Source: an optimization exercise on an open RTL-to-GDS flow (aim: small area, a short achievable clock period and few clock cycles per item). Production flows keep margins and buffers that such runs may drop.
In this exercise RTL edits were held to simulation tests only and were not proved equivalent to the original.
Power and IR drop assume default switching activity.

## scmi_mbox_top
module scmi_mbox_top (
  input  logic                      clk_i,
  input  logic                      rst_n_i,
  input  logic                      agent_req_i,
  input  logic                      agent_we_i,
  input  scmi_mbox_pkg::addr_t      agent_addr_i,
  input  scmi_mbox_pkg::data_t      agent_wdata_i,
  output logic                      agent_ack_o,
  output scmi_mbox_pkg::data_t      agent_rdata_o,
  input  logic                      platform_req_i,
  input  logic                      platform_we_i,
  input  scmi_mbox_pkg::addr_t      platform_addr_i,
  input  scmi_mbox_pkg::data_t      platform_wdata_i,
  output logic                      platform_ack_o,
  output scmi_mbox_pkg::data_t      platform_rdata_o,
  output scmi_mbox_pkg::chan_vec_t  irq_doorbell_o,
  output scmi_mbox_pkg::chan_vec_t  irq_completion_o
);
Size: roughly 3600 cells after synthesis, roughly 850 flip-flops, about 0.032 mm² of cells after synthesis.
Settings: LEC_CHECK=0, CAP_MARGIN=20, CORE_MARGIN=2, CORE_UTILIZATION=35, CTS_BUF_LIST=sky130_fd_sc_hd__clkbuf_8, CTS_CLUSTER_SIZE=20, SETUP_SLACK_MARGIN=2.5, SLEW_MARGIN=20, TNS_END_PERCENT=100; clock period 5.0 ns.
standard.sh (not shown) runs the stock make flow with config.mk's settings and CLKGATE_MAP_FILE= SYNTH_SCRIPT=/design/flow/synth_recipe.tcl, a recipe that flattens the netlist after the stock synthesis.
==> flow/flow/run.sh <==
#!/bin/bash
# Standard layout, with two changes made through the variables the ORFS
# scripts read: plain buffers on the ports instead of the delay buffers
# buffer_ports picks by default, and clock tree synthesis without dummy
# loads (its other arguments as the standard flow passes them).
set -o pipefail
cp standard.sh standard.sh.log 2>/dev/null
export BUFFER_PORTS_ARGS="-buffer_cell sky130_fd_sc_hd__buf_1"
export CTS_ARGS="-sink_clustering_enable -repair_clock_nets -sink_clustering_size 20 -buf_list sky130_fd_sc_hd__clkbuf_8 -dont_use_dummy_load"
bash standard.sh > standard_run.log 2>&1
The first run ran to the end with no violations.
Testbench counts at the start, summed over its fixed seeds: cycles 4,008, items 4,000.
Rerun with:
Settings changed: CORE_UTILIZATION 35 to 40.
Outcome: Global-route usage came out higher by 3.4 points; die area came out lower by about 12%; non-clock buffer count came out lower by 48; total power came out lower by 0.99%; synthesized cell count is unchanged; routed wire length came out lower by 1.9%; count of clock-buffer cells in the layout came out lower by 1; via count came out lower by about 0.8%; cell area came out lower by 2.0%; worst hold slack degrades by 0.012 ns.
Rerun with:
==> flow/flow/run.sh (replaced) <==
#!/bin/bash
# Standard layout, with plain buffers on the ports instead of the delay
# buffers buffer_ports picks by default.
set -o pipefail
cp standard.sh standard.sh.log 2>/dev/null
export BUFFER_PORTS_ARGS="-buffer_cell sky130_fd_sc_hd__buf_2"
bash standard.sh > standard_run.log 2>&1
Settings changed: CTS_BUF_LIST sky130_fd_sc_hd__clkbuf_8 to sky130_fd_sc_hd__clkbuf_16, CTS_CLUSTER_DIAMETER from default to 80, CTS_CLUSTER_SIZE 20 to 30.
Outcome: The changed run completed with no timing, DRC or antenna violations; power decreases by 5.7%; utilization increases by 0.77 points; clock-buffer cell count decreases by 97; flip-flop and latch count is unchanged; worst hold slack is better by 0.032 ns; combinational power goes up by about 8%.
Rerun with:
==> flow/flow/run.sh (replaced) <==
#!/bin/bash
# Standard layout, with two changes made through the variables the ORFS
# scripts read: plain buffers on the ports instead of the delay buffers
# buffer_ports picks by default, and clock tree synthesis without dummy
# loads (its other arguments as the standard flow passes them).
set -o pipefail
cp standard.sh standard.sh.log 2>/dev/null
export BUFFER_PORTS_ARGS="-buffer_cell sky130_fd_sc_hd__buf_1"
export CTS_ARGS="-sink_clustering_enable -repair_clock_nets -sink_clustering_size 20 -buf_list sky130_fd_sc_hd__clkbuf_8 -dont_use_dummy_load"
bash standard.sh > standard_run.log 2>&1
Settings changed: CTS_BUF_LIST sky130_fd_sc_hd__clkbuf_16 to sky130_fd_sc_hd__clkbuf_8, CTS_CLUSTER_DIAMETER 80 to default, CTS_CLUSTER_SIZE 30 to 20, SETUP_SLACK_MARGIN 2.5 to 2.6.
Utilization grows by 0.71 points.
Synthesized cell count stays the same.
Routed wire length grows by about 0.7%.
Synthesized area stays the same.
Setup slack improves by 0.027 ns.
Via count grows by 1.6%.
Sequential cell count is unchanged.
Design area grows by about 1.4%.
Sequential power is about the same.
Critical path depth shrinks by 2.
Worst hold slack degrades by 0.019 ns.


== job 7530 ==
The RTL this note starts from:
==> flow/design.v <==
package scmi_mbox_pkg;
  localparam int NUM_CHANNELS = 4;
  localparam int NUM_PORTS = 2;
  localparam int CHAN_W = 2;
  localparam int WORD_W = 3;
  localparam int ADDR_W = CHAN_W + WORD_W;
  localparam int DATA_W = 32;
  typedef logic [ADDR_W-1:0]       addr_t;
  typedef logic [DATA_W-1:0]       data_t;
  typedef logic [CHAN_W-1:0]       chan_t;
  typedef logic [WORD_W-1:0]       word_off_t;
  typedef logic [NUM_CHANNELS-1:0] chan_vec_t;
  localparam word_off_t DOORBELL_OFFSET   = 3'd6;
  localparam word_off_t COMPLETION_OFFSET = 3'd7;
  localparam int NUM_PAYLOAD_WORDS = int'(DOORBELL_OFFSET);
  typedef enum logic [1:0] {
    PORT_IDLE,
    PORT_BUSY,
    PORT_DONE
  } port_state_e;
endpackage
`timescale 1ns/1ns
module scmi_mbox_port (
  input  logic                    clk_i,
  input  logic                    rst_n_i,
  input  logic                    req_i,
  output logic                    pend_o,
  input  logic                    gnt_i,
  input  scmi_mbox_pkg::data_t    bus_rdata_i,
  output logic                    ack_o,
  output scmi_mbox_pkg::data_t    rdata_o
);
  logic                 ack_q;
  scmi_mbox_pkg::data_t rdata_q;
  assign pend_o = req_i && !ack_q;
  always_ff @(posedge clk_i) begin
    if (!rst_n_i) begin
      ack_q <= 1'b0;
    end else if (gnt_i) begin
      ack_q <= 1'b1;
    end else if (!req_i) begin
      ack_q <= 1'b0;
    end
  end
  always_ff @(posedge clk_i) begin
    if (!ack_q) begin
      rdata_q <= bus_rdata_i;
    end
  end
  assign ack_o   = ack_q;
  assign rdata_o = rdata_q;
endmodule
`timescale 1ns/1ns
module scmi_mbox_arbiter (
  input  logic                 clk_i,
  input  logic                 rst_n_i,
  input  logic                 p0_pend_i,
  input  logic                 p0_we_i,
  input  scmi_mbox_pkg::addr_t p0_addr_i,
  input  scmi_mbox_pkg::data_t p0_wdata_i,
  output logic                 p0_gnt_o,
  input  logic                 p1_pend_i,
  input  logic                 p1_we_i,
  input  scmi_mbox_pkg::addr_t p1_addr_i,
  input  scmi_mbox_pkg::data_t p1_wdata_i,
  output logic                 p1_gnt_o,
  output logic [scmi_mbox_pkg::NUM_CHANNELS-1:0] mem_turn_o,
  output logic                 mem_we_o,
  output scmi_mbox_pkg::data_t mem_wdata_o
);
  localparam int NT = 8;
  logic [NT-1:0] turn_q;
  always_ff @(posedge clk_i) begin
    if (!rst_n_i) begin
      turn_q <= '0;
    end else begin
      turn_q <= ~turn_q;
    end
  end
  assign p0_gnt_o = p0_pend_i && !turn_q[0];
  assign p1_gnt_o = p1_pend_i &&  turn_q[0];
  assign mem_turn_o = turn_q[scmi_mbox_pkg::NUM_CHANNELS-1:0];
  assign mem_we_o   = turn_q[0] ? (p1_pend_i && p1_we_i) : (p0_pend_i && p0_we_i);
  for (genvar b = 0; b < 4; b++) begin : g_wbyte
    assign mem_wdata_o[b*8 +: 8] = turn_q[4 + b] ? p1_wdata_i[b*8 +: 8] : p0_wdata_i[b*8 +: 8];
  end
endmodule
`timescale 1ns/1ns
module scmi_mbox_shared_mem (
  input  logic                      clk_i,
  input  logic                      rst_n_i,
  input  scmi_mbox_pkg::chan_vec_t  bus_turn_i,
  input  scmi_mbox_pkg::addr_t      bus_addr0_i,
  input  scmi_mbox_pkg::addr_t      bus_addr1_i,
  input  logic                      bus_we_i,
  input  scmi_mbox_pkg::data_t      bus_wdata_i,
  output scmi_mbox_pkg::data_t      bus_rdata_o,
  output scmi_mbox_pkg::chan_vec_t  irq_doorbell_o,
  output scmi_mbox_pkg::chan_vec_t  irq_completion_o
);
  localparam int NW = scmi_mbox_pkg::NUM_CHANNELS * scmi_mbox_pkg::NUM_PAYLOAD_WORDS;
  scmi_mbox_pkg::data_t      payload_q [NW];
  scmi_mbox_pkg::chan_vec_t  doorbell_q;
  scmi_mbox_pkg::chan_vec_t  completion_q;
  scmi_mbox_pkg::chan_t      chan;
  scmi_mbox_pkg::word_off_t  off;
  scmi_mbox_pkg::data_t      rd_word;
  logic [NW-1:0] wsel;
  logic [NW-1:0] rsel;
  logic [NW-1:0] dec0, dec1;
  assign chan = bus_turn_i[0] ? bus_addr1_i[scmi_mbox_pkg::ADDR_W-1:scmi_mbox_pkg::WORD_W]
                           : bus_addr0_i[scmi_mbox_pkg::ADDR_W-1:scmi_mbox_pkg::WORD_W];
  assign off  = bus_turn_i[0] ? bus_addr1_i[scmi_mbox_pkg::WORD_W-1:0]
                           : bus_addr0_i[scmi_mbox_pkg::WORD_W-1:0];
  always_comb begin
    for (int c = 0; c < scmi_mbox_pkg::NUM_CHANNELS; c++) begin
      for (int w = 0; w < scmi_mbox_pkg::NUM_PAYLOAD_WORDS; w++) begin
        dec0[c * scmi_mbox_pkg::NUM_PAYLOAD_WORDS + w] =
          bus_addr0_i == scmi_mbox_pkg::addr_t'(c * 8 + w);
        dec1[c * scmi_mbox_pkg::NUM_PAYLOAD_WORDS + w] =
          bus_addr1_i == scmi_mbox_pkg::addr_t'(c * 8 + w);
      end
    end
    for (int i = 0; i < NW; i++) begin
      rsel[i] = bus_turn_i[i / scmi_mbox_pkg::NUM_PAYLOAD_WORDS] ? dec1[i] : dec0[i];
    end
    wsel = bus_we_i ? rsel : '0;
  end
  always_comb begin
    rd_word = '0;
    for (int i = 0; i < NW; i++) begin
      rd_word = rd_word | (rsel[i] ? payload_q[i] : '0);
    end
    if (off == scmi_mbox_pkg::DOORBELL_OFFSET) begin
      rd_word[0] = doorbell_q[chan];
    end
    if (off == scmi_mbox_pkg::COMPLETION_OFFSET) begin
      rd_word[0] = completion_q[chan];
    end
  end
  always_ff @(posedge clk_i) begin
    if (!rst_n_i) begin
      doorbell_q   <= '0;
      completion_q <= '0;
    end else if (bus_we_i) begin
      if (off == scmi_mbox_pkg::DOORBELL_OFFSET) begin
        doorbell_q[chan] <= bus_wdata_i[0];
      end
      if (off == scmi_mbox_pkg::COMPLETION_OFFSET) begin
        completion_q[chan] <= bus_wdata_i[0];
      end
    end
  end
  for (genvar i = 0; i < NW; i++) begin : g_word
    logic load, keep;
    assign load = rst_n_i && wsel[i];
    assign keep = rst_n_i && !wsel[i];
    always_ff @(posedge clk_i) begin
      payload_q[i] <= ({scmi_mbox_pkg::DATA_W{load}} & bus_wdata_i)
                    | ({scmi_mbox_pkg::DATA_W{keep}} & payload_q[i]);
    end
  end
  assign bus_rdata_o = rd_word;
  assign irq_doorbell_o   = doorbell_q;
  assign irq_completion_o = completion_q;
endmodule
`timescale 1ns/1ns
module scmi_mbox_top (
  input  logic                      clk_i,
  input  logic                      rst_n_i,
  input  logic                      agent_req_i,
  input  logic                      agent_we_i,
  input  scmi_mbox_pkg::addr_t      agent_addr_i,
  input  scmi_mbox_pkg::data_t      agent_wdata_i,
  output logic                      agent_ack_o,
  output scmi_mbox_pkg::data_t      agent_rdata_o,
  input  logic                      platform_req_i,
  input  logic                      platform_we_i,
  input  scmi_mbox_pkg::addr_t      platform_addr_i,
  input  scmi_mbox_pkg::data_t      platform_wdata_i,
  output logic                      platform_ack_o,
  output scmi_mbox_pkg::data_t      platform_rdata_o,
  output scmi_mbox_pkg::chan_vec_t  irq_doorbell_o,
  output scmi_mbox_pkg::chan_vec_t  irq_completion_o
);
  logic                 agent_pend,  platform_pend;
  logic                 agent_gnt,   platform_gnt;
  scmi_mbox_pkg::chan_vec_t mem_turn;
  logic                 mem_we;
  scmi_mbox_pkg::data_t mem_wdata;
  scmi_mbox_pkg::data_t mem_rdata;
  scmi_mbox_port u_agent_port (
    .clk_i       (clk_i),
    .rst_n_i     (rst_n_i),
    .req_i       (agent_req_i),
    .pend_o      (agent_pend),
    .gnt_i       (agent_gnt),
    .bus_rdata_i (mem_rdata),
    .ack_o       (agent_ack_o),
    .rdata_o     (agent_rdata_o)
  );
  scmi_mbox_port u_platform_port (
    .clk_i       (clk_i),
    .rst_n_i     (rst_n_i),
    .req_i       (platform_req_i),
    .pend_o      (platform_pend),
    .gnt_i       (platform_gnt),
    .bus_rdata_i (mem_rdata),
    .ack_o       (platform_ack_o),
    .rdata_o     (platform_rdata_o)
  );
  scmi_mbox_arbiter u_arbiter (
    .clk_i       (clk_i),
    .rst_n_i     (rst_n_i),
    .p0_pend_i   (agent_pend),
    .p0_we_i     (agent_we_i),
    .p0_addr_i   (agent_addr_i),
    .p0_wdata_i  (agent_wdata_i),
    .p0_gnt_o    (agent_gnt),
    .p1_pend_i   (platform_pend),
    .p1_we_i     (platform_we_i),
    .p1_addr_i   (platform_addr_i),
    .p1_wdata_i  (platform_wdata_i),
    .p1_gnt_o    (platform_gnt),
    .mem_turn_o  (mem_turn),
    .mem_we_o    (mem_we),
    .mem_wdata_o (mem_wdata)
  );
  scmi_mbox_shared_mem u_shared_mem (
    .clk_i            (clk_i),
    .rst_n_i          (rst_n_i),
    .bus_turn_i       (mem_turn),
    .bus_addr0_i      (agent_addr_i),
    .bus_addr1_i      (platform_addr_i),
    .bus_we_i         (mem_we),
    .bus_wdata_i      (mem_wdata),
    .bus_rdata_o      (mem_rdata),
    .irq_doorbell_o   (irq_doorbell_o),
    .irq_completion_o (irq_completion_o)
  );
endmodule
export LEC_CHECK = 0
export CAP_MARGIN = 20
export CORE_MARGIN = 2
export CORE_UTILIZATION = 40
export CTS_BUF_LIST = sky130_fd_sc_hd__clkbuf_8
export CTS_CLUSTER_SIZE = 20
export SETUP_SLACK_MARGIN = 2.7
export SLEW_MARGIN = 20
export TNS_END_PERCENT = 100
create_clock -name core_clock -period 5.0 [get_ports {clk_i}]
==> flow/flow/run.sh <==
#!/bin/bash
# Standard layout, with plain buffers on the ports instead of the delay
# buffers buffer_ports picks by default.
set -o pipefail
cp standard.sh standard.sh.log 2>/dev/null
export BUFFER_PORTS_ARGS="-buffer_cell sky130_fd_sc_hd__buf_2"
bash standard.sh > standard_run.log 2>&1
Job 7530: all stages complete, timing, DRC and antenna checks passed
Testbench counts of job 7530, summed over its fixed seeds: cycles 4,008, items 4,000.
The inputs of job 7422 differ from those of job 7530 as listed below.
# job 7530
export LEC_CHECK = 0
export CAP_MARGIN = 20
export CORE_MARGIN = 2
export CORE_UTILIZATION = 40
export CTS_BUF_LIST = sky130_fd_sc_hd__clkbuf_8
export CTS_CLUSTER_SIZE = 20
export SETUP_SLACK_MARGIN = 2.7
export SLEW_MARGIN = 20
export TNS_END_PERCENT = 100
create_clock -name core_clock -period 5.0 [get_ports {clk_i}]
# job 7422
export LEC_CHECK = 0
export ABC_AREA = 1
export CAP_MARGIN = 20
export CORE_MARGIN = 2
export CORE_UTILIZATION = 40
export CTS_BUF_LIST = sky130_fd_sc_hd__clkbuf_8
export CTS_CLUSTER_SIZE = 20
export SETUP_SLACK_MARGIN = 2.5
export SLEW_MARGIN = 20
export TNS_END_PERCENT = 100
create_clock -name core_clock -period 5.0 [get_ports {clk_i}]
==> flow/flow/run.sh <==
#!/bin/bash
# Standard layout, with two changes made through the variables the ORFS
# scripts read: plain buffers on the ports instead of the delay buffers
# buffer_ports picks by default, and clock tree synthesis without dummy
# loads (its other arguments as the standard flow passes them).
set -o pipefail
cp standard.sh standard.sh.log 2>/dev/null
export BUFFER_PORTS_ARGS="-buffer_cell sky130_fd_sc_hd__buf_1"
export CTS_ARGS="-sink_clustering_enable -repair_clock_nets -sink_clustering_size 20 -buf_list sky130_fd_sc_hd__clkbuf_8 -dont_use_dummy_load"
bash standard.sh > standard_run.log 2>&1
==> comparison <==
Taking job 7530 as the reference, in job 7422 sequential area share after synthesis now sits lower; total power decreased by about 10% relative to the old numbers; final cell count ~0 delta; achievable clock frequency increased by 0.014 GHz relative to the old numbers; share of the final layout cell area in multi-input gates shows a reduction of 5.0 points.
Summary of the comparison: synthesized cell count is higher in job 7422, relative to job 7530.
Job 7422: PASS, flow complete, no timing, DRC or antenna violations
Via count of the first global-routing pass: job 7530 vs job 7422 — no meaningful difference
Inputs modified between job 7422 and job 3663:
# job 7422
export LEC_CHECK = 0
export ABC_AREA = 1
export CAP_MARGIN = 20
export CORE_MARGIN = 2
export CORE_UTILIZATION = 40
export CTS_BUF_LIST = sky130_fd_sc_hd__clkbuf_8
export CTS_CLUSTER_SIZE = 20
export SETUP_SLACK_MARGIN = 2.5
export SLEW_MARGIN = 20
export TNS_END_PERCENT = 100
create_clock -name core_clock -period 5.0 [get_ports {clk_i}]
# job 3663
export LEC_CHECK = 0
export CAP_MARGIN = 20
export CORE_MARGIN = 2
export CORE_UTILIZATION = 40
export CTS_BUF_LIST = sky130_fd_sc_hd__clkbuf_8
export CTS_CLUSTER_SIZE = 20
export GPL_TIMING_DRIVEN = 0
export SETUP_SLACK_MARGIN = 2.5
export SLEW_MARGIN = 20
export TNS_END_PERCENT = 100
create_clock -name core_clock -period 5.0 [get_ports {clk_i}]
### Flow results
Worst-case vdd ir drop, job 3663 and job 7422: smaller value in job 7422
Job 3663 vs job 7422: post-synthesis net count down by a few percent
Going from job 7422 to job 3663, core utilization of the finished layout went up 4.5 points; adder-cell share of the synthesized area stayed essentially flat; met1 usage in global routing increased 2.4 points.
Job 7422 → job 3663: x dimension of the die -1.9%, ratio of cells with drive above 1 in the final layout went up by 8.1 points.
On total wire length after detailed routing: between job 3663 and job 7422, it ends up higher for job 7422.
What job 3205 does differently from job 3663 at the input level:
# job 3663
export LEC_CHECK = 0
export CAP_MARGIN = 20
export CORE_MARGIN = 2
export CORE_UTILIZATION = 40
export CTS_BUF_LIST = sky130_fd_sc_hd__clkbuf_8
export CTS_CLUSTER_SIZE = 20
export GPL_TIMING_DRIVEN = 0
export SETUP_SLACK_MARGIN = 2.5
export SLEW_MARGIN = 20
export TNS_END_PERCENT = 100
create_clock -name core_clock -period 5.0 [get_ports {clk_i}]
# job 3205
export LEC_CHECK = 0
export CAP_MARGIN = 20
export CORE_MARGIN = 2
export CORE_UTILIZATION = 40
export CTS_BUF_LIST = sky130_fd_sc_hd__clkbuf_8
export CTS_CLUSTER_SIZE = 20
export SETUP_SLACK_MARGIN = 2.3
export SLEW_MARGIN = 20
export TNS_END_PERCENT = 100
create_clock -name core_clock -period 5.0 [get_ports {clk_i}]
==> flow/flow/run.sh <==
#!/bin/bash
# Standard layout, with plain buffers on the ports instead of the delay
# buffers buffer_ports picks by default.
set -o pipefail
cp standard.sh standard.sh.log 2>/dev/null
export BUFFER_PORTS_ARGS="-buffer_cell sky130_fd_sc_hd__buf_2"
bash standard.sh > standard_run.log 2>&1
### Flow results
- platform_addr_i[0] as the origin of the worst setup path was reported by job 3205, and platform_addr_i[1] by job 3663.
- [compare] base=job 3663 new=job 3205: pin count of the biggest net entering global routing higher; number of ordinary and repair buffers in the finished layout lower; data required time at the worst endpoint higher.
#### Input delta (job 9603 over job 3205)
# job 3205
export LEC_CHECK = 0
export CAP_MARGIN = 20
export CORE_MARGIN = 2
export CORE_UTILIZATION = 40
export CTS_BUF_LIST = sky130_fd_sc_hd__clkbuf_8
export CTS_CLUSTER_SIZE = 20
export SETUP_SLACK_MARGIN = 2.3
export SLEW_MARGIN = 20
export TNS_END_PERCENT = 100
create_clock -name core_clock -period 5.0 [get_ports {clk_i}]
# job 9603
export LEC_CHECK = 0
export CAP_MARGIN = 20
export CORE_MARGIN = 2
export CORE_UTILIZATION = 40
export CTS_BUF_LIST = sky130_fd_sc_hd__clkbuf_8
export CTS_CLUSTER_SIZE = 20
export SETUP_SLACK_MARGIN = 2.5
export SLEW_MARGIN = 20
export TNS_END_PERCENT = 100
create_clock -name core_clock -period 5.0 [get_ports {clk_i}]
==> flow/run.sh (new file) <==
#!/bin/bash
# synth_recipe.tcl (not shown) runs the flow's synth.tcl, then flattens the netlist and writes it again
# the make line also repeats each setting of config.mk as NAME=value (left out here)
make -C /OpenROAD-flow-scripts/flow DESIGN_CONFIG=/design/flow/config.mk WORK_HOME=/design/flow/orfs CLKGATE_MAP_FILE= SYNTH_SCRIPT=/design/flow/synth_recipe.tcl finish
removed: flow/flow/run.sh
removed: flow/standard.sh
### Flow results
Job 9603 vs job 3205: routed wire length up by a few percent. DRC violation count after routing came out exactly the same in job 9603 and job 3205. Half-perimeter wire length of the detailed placement result, job 9603 vs job 3205: up slightly. NOTE cell count job 3205->job 9603 increased by a few percent. Job 9603 vs job 3205 — power climbed by a few percent. Worst setup slack in job 9603 is 0.12 ns higher than in job 3205. [compare] base=job 3205 new=job 9603: final non-filler cell area higher, final design utilization higher, clock period minus final worst setup slack lower, relative slew slack higher.

static timing again, ports no longer ideal:
The results above use ideal ports. As a check the final layouts listed here were re-extracted and re-timed, cells and wires unchanged. Step 1: set_driving_cell puts a clkbuf_16 on clk_i and a buf_2 on each other input, an assumption about the parent block. Step 2 also shifts input and output timing later by t, the mid clock arrival at the registers, as if the neighbouring blocks saw the same clock. Three values: no drivers, after step 1, after step 2; two values: the first two.
run	shift t [ns]	setup slack, ns	clock arrival spread, ns	worst data-port slew with drivers (ns)	pins driven straight from the clock port
the first run of note 1	0.846	2.337 / 2.352 / 1.506	0.073 / 0.072	0.08	1
the second run of note 1	0.834	2.357 / 2.357 / 1.559	0.066 / 0.066	0.06	1
the third run of note 1	0.685	2.315 / 2.258 / 1.573	0.045 / 0.045	0.21	1
the fourth run of note 1	0.830	2.343 / 2.380 / 1.550	0.056 / 0.055	0.09	1
job 7530	0.875	2.293 / 2.293 / 1.540	0.051 / 0.051	0.05	1
job 7422	0.844	2.391 / 2.429 / 1.585	0.040 / 0.040	0.05	1
job 3663	0.822	2.157 / 2.161 / 1.339	0.076 / 0.076	0.06	1
job 3205	0.873	2.223 / 2.251 / 1.389	0.041 / 0.041	0.05	1
job 9603	0.869	2.343 / 2.343 / 1.522	0.038 / 0.038	0.05	1
After both steps every run listed still meets setup and hold. For job 3205, which loses most, drivers alone change the setup slack by +0.028 ns; drivers and shift together by -0.834 ns.
